What follows belongs to an exercise in optimizing a design on an open flow for small area; a production flow would make more cautious choices. The RTL was checked by simulation tests, not by an equivalence proof against the original design. Power figures rest on the tool's default switching activity, not on a simulated workload.

[design/flow/design.v]
module regfile_scoreboard #(
   parameter bit BYPASS_EN  = 1'b1,
   parameter bit RESET_ZERO = 1'b1
) (
   input  logic        clk_i,
   input  logic        rst_ni,
   input  logic [4:0]  rf_waddr_WB_i,
   input  logic [31:0] rf_wdata_WB_i,
   input  logic        rf_we_WB_i,
   input  logic [4:0]  rf_raddr_a_i,
   input  logic [4:0]  rf_raddr_b_i,
   input  logic        rf_re_a_i,
   input  logic        rf_re_b_i,
   output logic [31:0] rf_rdata_a_o,
   output logic [31:0] rf_rdata_b_o,
   input  logic        ld_issue_i,
   input  logic [4:0]  ld_rd_i,
   output logic        stall_o,
   output logic [31:0] busy_o
);
   logic [31:0] regs [1:31];
   logic [31:0] regs_rd [0:31];
   logic [31:1] busy_q;
   logic [31:1] busy_d;
   logic [31:0] busy_full;
   logic        wr_en;
   logic        hit_a;
   logic        hit_b;
   logic [31:0] rdata_a;
   logic [31:0] rdata_b;
   assign wr_en = rf_we_WB_i && (rf_waddr_WB_i != 5'd0);
   assign hit_a = BYPASS_EN && rf_we_WB_i && (rf_waddr_WB_i == rf_raddr_a_i);
   assign hit_b = BYPASS_EN && rf_we_WB_i && (rf_waddr_WB_i == rf_raddr_b_i);
   for (genvar i = 1; i < 32; i++) begin : g_reg
      if (RESET_ZERO) begin : g_rst_zero
         always_ff @(posedge clk_i or negedge rst_ni) begin
            if (!rst_ni) begin
               regs[i] <= '0;
            end else if (wr_en && (rf_waddr_WB_i == 5'(i))) begin
               regs[i] <= rf_wdata_WB_i;
            end
         end
      end else begin : g_rst_keep
         always_ff @(posedge clk_i) begin
            if (rst_ni && wr_en && (rf_waddr_WB_i == 5'(i))) begin
               regs[i] <= rf_wdata_WB_i;
            end
         end
      end
      assign regs_rd[i] = regs[i];
   end
   assign regs_rd[0] = '0;
   always_comb begin
      rdata_a = '0;
      rdata_b = '0;
      if (rf_raddr_a_i != 5'd0) begin
         rdata_a = hit_a ? rf_wdata_WB_i : regs_rd[rf_raddr_a_i];
      end
      if (rf_raddr_b_i != 5'd0) begin
         rdata_b = hit_b ? rf_wdata_WB_i : regs_rd[rf_raddr_b_i];
      end
   end
   assign rf_rdata_a_o = rdata_a;
   assign rf_rdata_b_o = rdata_b;
   always_comb begin
      busy_d = busy_q;
      if (wr_en) begin
         busy_d[rf_waddr_WB_i] = 1'b0;
      end
      if (ld_issue_i && (ld_rd_i != 5'd0)) begin
         busy_d[ld_rd_i] = 1'b1;
      end
   end
   always_ff @(posedge clk_i or negedge rst_ni) begin
      if (!rst_ni) begin
         busy_q <= '0;
      end else begin
         busy_q <= busy_d;
      end
   end
   assign busy_full = {busy_q, 1'b0};
   assign busy_o    = busy_full;
   assign stall_o   = (rf_re_a_i && busy_full[rf_raddr_a_i] && !hit_a) ||
                      (rf_re_b_i && busy_full[rf_raddr_b_i] && !hit_b);
endmodule
[design/flow/run.sh]
#!/bin/bash
# synth_recipe.tcl (not shown) runs the flow's synth.tcl, then flattens the netlist and writes it again
# the make line also repeats each setting of config.mk as NAME=value (left out here)
make -C /OpenROAD-flow-scripts/flow DESIGN_CONFIG=/design/flow/config.mk WORK_HOME=/design/flow/orfs CLKGATE_MAP_FILE= SYNTH_SCRIPT=/design/flow/synth_recipe.tcl finish
[design/flow/config.mk]
export PLATFORM = sky130hd
export DESIGN_NAME = regfile_scoreboard
export DESIGN_NICKNAME = regfile_scoreboard
export VERILOG_FILES = /design/flow/design.v
export SDC_FILE = /design/flow/constraint.sdc
export NUM_CORES = 4
export LEC_CHECK = 0
export CAP_MARGIN = 20
export CORE_MARGIN = 2
export CORE_UTILIZATION = 40
export SLEW_MARGIN = 20
[design/flow/constraint.sdc]
create_clock -name core_clock -period 6.5 [get_ports {clk_i}]
set_input_delay 1.3000 -clock core_clock [delete_from_list [all_inputs] [get_ports {clk_i}]]
set_output_delay 1.3000 -clock core_clock [all_outputs]
set_load 0.01 [all_outputs]
==> flow_summary.ini <==
[layout]
syn_to_final_growth_pct = 17.72
n_fill_cell = 12260
utilization_pct = 47.42
drive_above_1_share_pct = 35.00
stdcell_count = 6721
final_nets = 4921

[die]
core_area_sq_mm = 0.1335
start_util_pct = 40.28
die_area_sq_mm = 0.1373
die_w_microns = 370.6
fp.dieH_microns = 370.6
ios = 155
rows = 134

[clock_network]
cts_root_buf = clkbuf_16
postCtsHoldBufs = 0
clock-sinks = 1023
clock_path_buffers = 3
clk_pin_slew_ns = 0.06
htreeDepth = 3
cts_setup_buffers = 0
clock_latency_ns = 0.78
cts_tree = built
cts.repair.resized = 0
cts_buffers = 115

[routing]
drtPass1Iterations = 11
avgViaCountPerCell = 7.463
routedWlPerCell_microns = 43.94
routed_wl_mm = 295.3
drt_iter0_drc = 10070
ant_nets = 0
vias = 50160
drc = 0

[sta]
fin_skew_ns = 0
final_max_slew_viol_count = 0
setup_violations = 0
rsz0062_at_grt = false
setup_slack_ns = 0.1404
period_minus_slack_ns = 6.360
relSlewSlack_pct = 9.531
max_freq_mhz = 157.2
hold_viol_final = 0
setup_tns_ns = 0
worstMarginPinSlew_ns = 1.351
fin_crit_sh_pct = 97.84

[setup_path]
rrSetupSlack_ns = 5.54
cp-end-kind = primary output
timing.rr.start = regs[13][20]
worst_ep_arrival_time_ns = 5.06
cp_max_fo = 22
startpoint = rf_waddr_WB_i[1]
startpoint_type = input pin
critPathKind = input pin to primary output
worst-r2r-cell-count = 1
rr_endpoint = regs[13][20]
cp.required_ns = 5.20
cp-endpoint = rf_rdata_a_o[0]

[global_routing]
grt_max_degree = 171
grt_first_pass_wirelength_mm = 399.7
grt_pass1_vias = 47450
track_usage_pct = 42.06
overflow = 0
antenna_found_initial = 23

[place]
dp_slack_ns = 0.2027
dp_hpwl_mm = 191.5
dp_cells = 6493
gp_congestion = 1.059
port_buffers = 153

[synthesis]
ys.flop_type = dfrtp_1
yosysMostFrequentCell = dfrtp_1
synthesis.instances = 4642
synth_area_leaders = dfrtp_1, mux2_2, a22oi_1, buf_2, nand4_1
synth_top_family_by_area = multiplexers
synth_nets = 4721
ys_seq_area_share_pct = 47.62
synth-seq-cells = 1023
syn_avg_cell_area_sq_um = 11.58
yosysTopAreaCellShare_pct = 47.62
netlist_area_sq_mm = 0.05376
yosys_warnings = 3
synthArstFlopShare_pct = 100.0
synthAdderAreaFrac_pct = 0.4887
synth_compound_area_share_pct = 15.99
synthTopCellsByCount = dfrtp_1, mux2_2, a22oi_1, buf_2, nand2_1
yosys.area.top_type = dfrtp_1
synth_xor_area_share_pct = 0.3095
ys_types = 89
synth_simple_gate_area_share_pct = 8.432
synth_edf_count = 0
synthMuxAreaShare_pct = 23.12

[power_and_ir_drop]
switching_share_pct = 30.97
leakage_nw = 26.94
power.switching_mw = 6.069
power_frac_clock_pct = 36.1
intPower_mw = 13.53
power_frac_comb_pct = 17.5
powerDensity_mw_per_mm2 = 309.7
vdd_ir_drop_max_mv = 0.2381
seq_power_share_pct = 46.4

[outcome]
outcome = complete, no violations

[worst_hold_path]
min_path_type = input pin to asynchronous set/reset pin

[job]
drv_cap = 0
[layout make-up]
cell class / count / area [sq um] / area share [%]
multi-input cells: 3159 / 26600 / 42.02
flip-flops and latches: 1023 / 25600 / 40.45
repair buffers: 523 / 4763 / 7.527
clock buffers: 159 / 3294 / 5.206
well taps: 1768 / 2212 / 3.495
clock inverters: 47 / 691.9 / 1.093
inverters: 20 / 75.07 / 0.1186
diodes: 22 / 55.05 / 0.08699
[cells by family (layout without fill, tap and decap cells)]
family                   Yosys count  after routing
adder cells (fa/ha/maj)           21             21
flip-flops                      1023           1023
XOR/XNOR                          19             19
buffers and inverters            460            749
AND/OR/NAND/NOR                  829            829
AO/OA/AOI/OAI                   1192           1192
other                              1             23
multiplexers                    1097           1097
[critical path: stages]
cell and delay, ns:
clkdlybuf4s50_1 0.69, xor2_1 0.31, nor4_1 0.51, nand3_4 0.45, buf_4 0.43, nand2_1 0.11
nor3_1 0.06, a21oi_2 0.36, buf_4 0.19, clkdlybuf4s50_1 0.53
[worst min path at each step]
stage / from / endpoint / slack (ns) / depth (start not counted)
global placement: regs[12][18] / regs[12][18] / 0.51 / 1
CTS: regs[26][25] / regs[26][25] / 0.53 / 1
global route: regs[1][4] / regs[1][4] / 0.54 / 1
floorplan: regs[21][12] / regs[21][12] / 0.49 / 1
finish: rst_ni / regs[26][7] / 0.53 / 1
detailed placement: regs[26][25] / regs[26][25] / 0.52 / 1
[metal layers]
metal	vias up	GRT usage, %	wire length [microns]
met2	5076	57.08	115700
li1	18300	-	-
met5	-	0.9091	291
met4	24	27.07	24890
met3	1616	19.78	47680
met1	25150	53.17	106700
[per-stage QoR]
| step | power (mW) | hold slack, ns | area [sq um] |
|---|---|---|---|
| after floorplan | 10.47 | 0.4892 | 53760 |
| after global placement | 12.32 | 0.5073 | 59240 |
| after detailed placement | 12.40 | 0.5177 | 59240 |
| after CTS | 19.37 | 0.5304 | 63220 |
| after global routing | 20.05 | 0.5412 | 63240 |
| final | 19.60 | 0.5301 | 63290 |
[power by group through the flow]
stage / Combinational (mW) / Sequential [mW] / Clock [mW]
2_1_floorplan: 1.98 / 8.49 / 0
3_3_place_gp: 3.26 / 9.06 / 0
3_5_place_dp: 3.33 / 9.07 / 0
4_1_cts: 3.34 / 8.98 / 7.05
5_1_grt: 3.59 / 9.15 / 7.31
6_report: 3.43 / 9.10 / 7.07
[registers in the layout, summed over array words and instances, names as in the netlist]
signal / flops
busy_q: 31
regs: 992
[layout by cell type, fill, tap and decap left out, drive strengths merged, types with 12 or more instances in the layout]
master / instances
dfrtp: 1023
mux2: 1018
a22oi: 732
buf: 381
nand2: 167
clkbuf: 159
nor2: 157
clkdlybuf4s50: 142
nand4: 141
o21ai: 138
a21oi: 101
nand3: 82
nor3: 77
mux2i: 65
a22o: 50
and3: 49
nor4: 37
a32oi: 26
nor2b: 24
a2111oi: 24
inv: 24
diode: 22
clkinv: 22
a31oi: 21
ha: 21
a222oi: 17
bufinv: 16
nand2b: 16
mux4: 14
o22ai: 12

-- afterwards: timing with drivers on the ports --
The results above use ideal ports. As a check the final layout listed here was re-extracted and re-timed, cells and wires unchanged.
Step 1 (the two cells are an assumption about what drives the block):
set clk [get_ports {clk_i}]
set_driving_cell -lib_cell sky130_fd_sc_hd__clkbuf_16 $clk
set_driving_cell -lib_cell sky130_fd_sc_hd__buf_2 [delete_from_list [all_inputs] $clk]
Step 2 moves the port delays by t, midway between the first and last clock arrival at a register: inputs arrive t later, outputs are due t later. That takes back most of the time a late clock gives input paths.
Three values: ideal, step 1, step 2; two values: the first two.
t (ns): 0.849
setup slack, ns: 0.140 / 0.059 / 0.059
worst setup path at the end: input to output
pins driven straight from the clock port: 1
After both steps setup and hold are still met in this run. For this run, drivers alone change the setup slack by -0.081 ns; drivers and shift together by -0.081 ns.
